This design comes from an exercise in tuning for small area, a short achievable clock period and few clock cycles on the open sky130 flow, not from production work. The RTL was checked by simulation tests, not by an equivalence proof against the original design. Power figures rest on the tool's default switching activity, not on a simulated workload.

## flow/design.v

```verilog
package mtep_pkg;
  localparam logic [2:0] PH_DELTA    = 3'd0;
  localparam logic [2:0] PH_STATUS   = 3'd1;
  localparam logic [2:0] PH_DATA1    = 3'd2;
  localparam logic [2:0] PH_DATA2    = 3'd3;
  localparam logic [2:0] PH_METATYPE = 3'd4;
  localparam logic [2:0] PH_LEN      = 3'd5;
  localparam logic [2:0] PH_BODY     = 3'd6;
  localparam logic [2:0] PH_HALT     = 3'd7;
  localparam logic [2:0] KIND_DELTA = 3'd0;
  localparam logic [2:0] KIND_OFF   = 3'd1;
  localparam logic [2:0] KIND_ON    = 3'd2;
  localparam logic [2:0] KIND_TEMPO = 3'd3;
  localparam logic [2:0] KIND_ERR   = 3'd4;
endpackage
import mtep_pkg::*;
module midi_track_event_parser (
  input  logic        clk,
  input  logic        rst_n,
  input  logic        in_valid,
  output logic        in_ready,
  input  logic [7:0]  in_data_byte,
  input  logic        in_track_start,
  input  logic        in_track_end,
  output logic        out_valid,
  input  logic        out_ready,
  output logic [2:0]  out_kind,
  output logic [3:0]  out_channel,
  output logic [7:0]  out_key,
  output logic [7:0]  out_velocity,
  output logic [31:0] out_value,
  output logic        out_error_code,
  output logic        out_last
);
  logic [2:0]  ph_r, ph_e, ph_c;
  logic [7:0]  st_r;
  logic [1:0]  cn_r, cn_e;
  logic        m51_r;
  logic [7:0]  y_hi_r;
  logic [27:0] y, y_nxt;
  logic [31:0] x_nxt;
  logic [7:0]  b;
  logic        take, pop, go, vl_done, y_one, is_f, run_ch;
  logic [27:0] vlq_y;
  logic        r0_v, r0_ec, r1_v, mid, tr_only;
  logic [2:0]  r0_k;
  assign b    = in_data_byte;
  assign take = in_valid && in_ready;
  assign pop  = out_valid && out_ready;
  assign y    = {y_hi_r, out_channel, out_key, out_velocity};
  assign ph_e = in_track_start ? PH_DELTA : ph_r;
  assign cn_e = in_track_start ? 2'd0 : cn_r;
  assign is_f = (st_r[7:4] == 4'hf);
  assign go      = (cn_e != 2'd0);
  assign vlq_y   = {y[20:0], b[6:0]};
  assign vl_done = !b[7] || (cn_e == 2'd3);
  assign y_one   = (y == 28'd1);
  assign run_ch  = !b[7] && st_r[7] && !(is_f && st_r[3]);
  always_comb begin
    ph_c  = ph_e;
    r0_v  = 1'b0;
    r0_k  = KIND_DELTA;
    r0_ec = 1'b0;
    case (ph_e)
      PH_DELTA: begin
        if (vl_done) begin
          ph_c = PH_STATUS;
          r0_v = 1'b1;
        end
      end
      PH_STATUS: begin
        if (b[7]) begin
          if (b[7:4] == 4'hf) ph_c = b[3] ? PH_METATYPE : PH_LEN;
          else ph_c = PH_DATA1;
        end else if (!st_r[7]) begin
          ph_c  = PH_HALT;
          r0_v  = 1'b1;
          r0_k  = KIND_ERR;
          r0_ec = 1'b1;
        end else if (is_f) begin
          if (st_r[3]) ph_c = PH_LEN;
          else ph_c = (b[6:0] == 7'd0) ? PH_DELTA : PH_BODY;
        end else begin
          ph_c = (st_r[7:5] == 3'b110) ? PH_DELTA : PH_DATA2;
        end
      end
      PH_DATA1: ph_c = (st_r[7:5] == 3'b110) ? PH_DELTA : PH_DATA2;
      PH_DATA2: begin
        ph_c = PH_DELTA;
        if (st_r[7:5] == 3'b100) begin
          r0_v = 1'b1;
          r0_k = (!st_r[4] || b == 8'd0) ? KIND_OFF : KIND_ON;
        end
      end
      PH_METATYPE: ph_c = PH_LEN;
      PH_LEN: begin
        if (vl_done) begin
          ph_c = (vlq_y == 28'd0) ? PH_DELTA : PH_BODY;
          r0_v = m51_r && (vlq_y == 28'd0);
          r0_k = KIND_TEMPO;
        end
      end
      PH_BODY: begin
        if (y_one) begin
          ph_c = PH_DELTA;
          r0_v = m51_r;
          r0_k = KIND_TEMPO;
        end
      end
      default: ;
    endcase
  end
  assign mid     = (ph_c != PH_DELTA && ph_c != PH_HALT) ||
                   (ph_c == PH_DELTA && ph_e == PH_DELTA && !vl_done);
  assign r1_v    = in_track_end && mid;
  assign tr_only = r1_v && !r0_v;
  always_comb begin
    x_nxt = 32'd0;
    if (take && !tr_only) begin
      if (ph_e == PH_DELTA) x_nxt = {4'd0, go ? out_value[20:0] : 21'd0, b[6:0]};
      else if (ph_e == PH_STATUS && (b[7] || (st_r[7] && !is_f))) x_nxt = out_value;
      else if (ph_e == PH_BODY) x_nxt = {out_value[23:0], b};
    end
    y_nxt = 28'd0;
    if (!tr_only) begin
      case (ph_e)
        PH_STATUS: if (run_ch) y_nxt = is_f ? {20'd0, b} : {b, 20'd0};
        PH_DATA1:  y_nxt = {b, 20'd0};
        PH_DATA2:  y_nxt = {8'd0, st_r[3:0], y_hi_r, b};
        PH_LEN:    y_nxt = vlq_y;
        PH_BODY:   y_nxt = y - 28'd1;
        default: ;
      endcase
    end
  end
  always_ff @(posedge clk) begin
    if (take || (pop && !out_last)) out_value <= x_nxt;
  end
  always_ff @(posedge clk) begin
    if (take) begin
      {y_hi_r, out_channel, out_key, out_velocity} <= y_nxt;
      if (ph_e == PH_METATYPE || ph_e == PH_STATUS)
        m51_r <= (b == 8'h51) && (ph_e == PH_METATYPE || st_r[3]);
    end
  end
  always_ff @(posedge clk) begin
    if (!rst_n) begin
      ph_r <= PH_DELTA;
      st_r <= 8'd0;
      cn_r <= 2'd0;
    end else if (take) begin
      ph_r <= in_track_end ? PH_DELTA : ph_c;
      if (in_track_start) st_r <= 8'd0;
      else if (ph_r == PH_STATUS && b[7]) st_r <= b;
      cn_r <= ((ph_e == PH_DELTA || ph_e == PH_LEN) && !vl_done && !in_track_end) ?
              cn_e + 2'd1 : 2'd0;
    end
  end
  always_ff @(posedge clk) begin
    if (!rst_n) begin
      out_valid <= 1'b0;
      out_last  <= 1'b1;
    end else if (take && (r0_v || r1_v)) begin
      out_valid <= 1'b1;
      out_last  <= !(r0_v && r1_v);
    end else if (pop) begin
      out_valid <= !out_last;
      out_last  <= 1'b1;
    end
  end
  always_ff @(posedge clk) begin
    if ((take && (r0_v || r1_v)) || pop) begin
      out_kind       <= (take && r0_v) ? r0_k : KIND_ERR;
      out_error_code <= take && r0_v && r0_ec;
    end
  end
  assign in_ready = !out_valid || (out_ready && out_last) ||
                    (ph_r == PH_STATUS && (b[7] || (st_r[7] && !is_f)) &&
                     !in_track_start && !in_track_end);
endmodule
```

## flow/flow/run.sh

```bash
#!/bin/bash
# The standard layout (standard.sh, unchanged synthesis), with:
# - the smallest buffer (buf_1) on each port instead of the buffer that
#   buffer_ports picks by default; repair may still resize it
# - the buffers that abc inserts removed at floorplan, so that repair_design
#   buffers only where the placed netlist needs it
# Each tool's output goes to standard.log (and ORFS's own logs under orfs/).
export BUFFER_PORTS_ARGS="-buffer_cell sky130_fd_sc_hd__buf_1"
export REMOVE_ABC_BUFFERS=1
bash standard.sh > standard.log 2>&1
```

## flow/standard.sh

```bash
#!/bin/bash
# synth_recipe.tcl (not shown) runs the flow's synth.tcl, then flattens the netlist and writes it again
# the make line also repeats each setting of config.mk as NAME=value (left out here)
make -C /OpenROAD-flow-scripts/flow DESIGN_CONFIG=/design/flow/config.mk WORK_HOME=/design/flow/orfs CLKGATE_MAP_FILE= SYNTH_SCRIPT=/design/flow/synth_recipe.tcl "${@:-finish}"
```

## flow/config.mk

```make
export PLATFORM = sky130hd
export DESIGN_NAME = midi_track_event_parser
export DESIGN_NICKNAME = midi_track_event_parser
export VERILOG_FILES = /design/flow/design.v
export SDC_FILE = /design/flow/constraint.sdc
export NUM_CORES = 4
export LEC_CHECK = 0
export CAP_MARGIN = 20
export CORE_MARGIN = 2
export CORE_UTILIZATION = 45
export SETUP_SLACK_MARGIN = 3.5
export SLEW_MARGIN = 20
```

## flow/constraint.sdc

```tcl
create_clock -name core_clock -period 7.5 [get_ports {clk}]
set_input_delay 1.5000 -clock core_clock [delete_from_list [all_inputs] [get_ports {clk}]]
set_output_delay 1.5000 -clock core_clock [all_outputs]
set_load 0.01 [all_outputs]
```

==> results.py <==
metrics = {
    "status": {
        "status": "no timing/DRC/antenna violations",
    },
    "routing": {
        "vias": 4364,
        "ant_nets": 0,
        "drc": 0,
        "first_pass_iters": 7,
        "wl_um": 13970,
        "via_per_inst": 6.181,
        "dr.first_iter.drc_count": 511,
        "wl_per_cell_um": 19.78,
    },
    "synthesis": {
        "postSynthCellCount": 500,
        "synthTopCellsByArea": "edfxtp_1 (41%), nor2_1 (6.6%), dfxtp_1 (6.3%), a22oi_1 (4.4%), a222oi_1 (3.8%)",
        "post-synth-top-area-cell": "edfxtp_1",
        "synth_seq_cells": 80,
        "synth_top_area_frac": 0.4068,
        "synth_most_common_cell": "nor2_1",
        "synth_cell_types": 59,
        "syn_area_um2": 4798,
        "yosys-top-cells-count": "nor2_1 (85), edfxtp_1 (65), nand2_1 (41), a22oi_1 (28), clkbuf_1 (24)",
        "ys_warn_count": 1,
        "syn_avg_cell_area_um2": 9.597,
        "ys_seq_area_frac": 0.4694,
        "synth_top_flop_cell": "edfxtp_1",
        "async_reset_ff_frac": 0,
        "synth_edf_count": 65,
    },
    "grt": {
        "gr-usage-all-layers": 0.2511,
        "globalRouteOverflowTotal": 0,
        "grt_pass1_wl_um": 22150,
        "antenna_found_initial": 0,
        "grt_max_degree": 53,
        "grt_pass1_vias": 4071,
    },
    "cells_and_area": {
        "drive_gt1_frac": 0.1474,
        "diodes": 0,
        "synthToLayoutAreaGrowth_pct": 17.29,
        "fillerInstances": 977,
        "final_nets": 584,
    },
    "clock_network": {
        "cts_tree": "built",
        "ctsHoldBuffers": 0,
        "path_clk_slew_ns": 0.09,
        "clockRootBuffer": "clkbuf_8",
        "worstSkewPairLatency_ns": 0.36,
        "cts_sinks": 80,
        "htreeDepth": 3,
        "cts.path.max_buffers": 2,
        "numCtsBuffers": 9,
    },
    "die": {
        "die_h_um": 107.3,
        "row_count": 37,
        "dieArea_um2": 11500,
        "start_util": 0.4648,
        "fp.coreArea_um2": 10320,
        "top_level_ports": 73,
        "die_w_um": 107.3,
    },
    "timing": {
        "layout_min_cycle_time_ns": 3.951,
        "fin_tns_setup_ns": 0,
        "slew_viol_final": 0,
        "setup_viol_count_final": 0,
        "skew_ns": 0.01180,
        "finalCritPeriodShare": 0.5268,
        "slew_headroom": 0.2599,
        "max_freq_ghz": 0.2531,
        "worstMarginPinSlew_ns": 1.103,
        "grt_setup_unrepaired": "yes",
        "hold_violations": 0,
    },
    "critical_path": {
        "reg2reg_depth": 9,
        "crit_fanout": 6,
        "max_stage_delay_ns": 0.26,
        "end_kind": "output port",
        "rr_endpoint": "out_value[17]",
        "crit_required_ns": 6.00,
        "cp-startpoint": "in_track_start",
        "path_cells": "buf_2 > buf_12 > nor3_4 > o21ai_2 > o211ai_1 > buf_2",
        "arrival_ns": 2.45,
        "worstSetupPathType": "in2out",
        "start_kind": "primary input",
        "worstReg2RegStart": "out_velocity[3]",
        "rrSetupSlack_ns": 3.64,
        "path_common_cell": "buf_2",
        "slowest_stage": "o211ai_1",
    },
    "placement": {
        "post-dp-hpwl_um": 8919,
        "io_buffers": 72,
        "routabilityCongestion": 0.9044,
    },
    "worst_hold_path": {
        "min_from": "cn_r[1]",
        "hold_end": "cn_r[1]",
        "holdCritPathClass": "reg2reg",
        "hold_depth": 2,
    },
    "flow_run": {
        "maxCapViolCount": 0,
    },
    "power": {
        "leakagePower_nw": 1.879,
        "irDropWorstVdd_v": 0.00007035,
        "power.density_nw_per_um2": 170.6,
        "total_power_mw": 0.9600,
    },
}
per-layer routing:
| metal | vias up | track usage | wire [um] |
|---|---|---|---|
| met5 | - | 0 | 0 |
| met3 | 22 | 0.05387 | 1386 |
| li1 | 1982 | - | - |
| met4 | 0 | 0.09091 | 200 |
| met2 | 277 | 0.3829 | 6507 |
| met1 | 2083 | 0.3518 | 5874 |
how the worst max path moves through the flow:
stage,to,slack (ns)
global route,out_value[21],3.45
floorplan,out_value[0],1.52
CTS,out_value[21],3.50
global placement,out_value[23],2.37
detailed placement,out_value[24],2.35
finish,in_ready,3.55
worst max-delay path: cells and delay by family:
family          cells  cell delay [ns]
simple gates        1             0.13
buf+inv             3             0.46
compound gates      2             0.37
sequential cells by signal, indices dropped and copies added (netlist names), 2 cells and up:
name	cells
cn_r	2
out_key	8
ph_r	3
out_velocity	8
y_hi_r	8
out_channel	4
out_value	32
out_kind	3
st_r	8
stage by stage:
stage	hold slack [ns]	cells	cell area, um^2	setup WS (ns)	utilization
CTS	0.4862	704	5573	3.501	0.5398
floorplan	0.4363	449	4509	1.522	-
detailed placement	0.4718	665	5020	2.354	0.4862
global placement	0.4502	665	5020	2.371	0.4862
global route	0.5095	706	5628	3.449	0.5451
finish	0.4792	706	5628	3.549	0.5451
power breakdown:
group	switching (mW)	total, mW	internal (mW)
Clock	0.173	0.292	0.120
Combinational	0.0838	0.137	0.0530
Sequential	0.0262	0.531	0.505
layout by cell type (no fill, tap or decap), types with 3 or more instances in the layout:
master      count
a21oi_1        16
nand2_1        39
and3_1          4
a222oi_1       18
nor2b_1        13
edfxtp_1       65
or4_4           3
nor3b_1         9
nor3_4          3
nor2_1         85
buf_2           4
a22oi_1        28
a31oi_1         6
ha_1            4
buf_4          25
inv_1          10
buf_1          66
nand2b_1        5
buf_6           4
clkbuf_8        9
xor2_1         19
or3b_2          3
nand3_1        10
nor4_1          6
clkinvlp_4      3
dfxtp_1        15
o31ai_1         3
o31ai_4         4
or3_1           3
xnor2_1         7
a21boi_0        3
nor3_1         19
o21ai_0         8
nand4_1         3
buf_12          3
cells by family after synthesis:
group	synth area share
AO/OA/AOI/OAI	0.1729
XOR/XNOR	0.04746
AND/OR/NAND/NOR	0.2258
flip-flops	0.4694
adder cells (fa/ha/maj)	0.01043
multiplexers	0.005214
buffers and inverters	0.06884
area by class of cell:
cell class / instances / area [um^2] / area share
Inverter: 11 / 45.04 / 0.008004
Timing Repair Buffer: 104 / 625.6 / 0.1112
Clock inverter: 6 / 45.04 / 0.008004
Multi-Input combinational cell: 360 / 2366 / 0.4204
Tap cell: 136 / 170.2 / 0.03024
Sequential cell: 80 / 2252 / 0.4002
Clock buffer: 9 / 123.9 / 0.02201
repair_timing:
item | in CTS | in global routing
gates resized for setup | 32 | 14
pin swaps | 10 | 10
setup endpoints to repair | 99 | 66
gates cloned | 4 | 0
setup buffers | 20 | 2
Testbench counts, summed over its fixed seeds: cycles 32,415.

==> afterwards: timing with drivers on the ports <==
In the flow no input, the clock included, has a driving cell. The finished layout below was timed again as built, in two steps. Step 1 sets driving cells, clkbuf_16 on the clock port and buf_2 on the other inputs (assumed; they add their load-dependent delay and slew). Step 2, shift: input delay + t, output delay - t, t = (earliest + latest rising clock arrival at the registers) / 2. This alone moves slack from input paths to output paths. a / b / c = ideal ports / drivers / drivers and shift; a / b = the first two.
t, ns: 0.390
slack for setup (ns): 3.549 / 3.530 / 3.163
latest minus earliest clock arrival (ns): 0.012 / 0.012
After both steps setup and hold are still met in this run. The setup slack of this run moves by -0.019 ns with the drivers and by -0.386 ns with both steps.
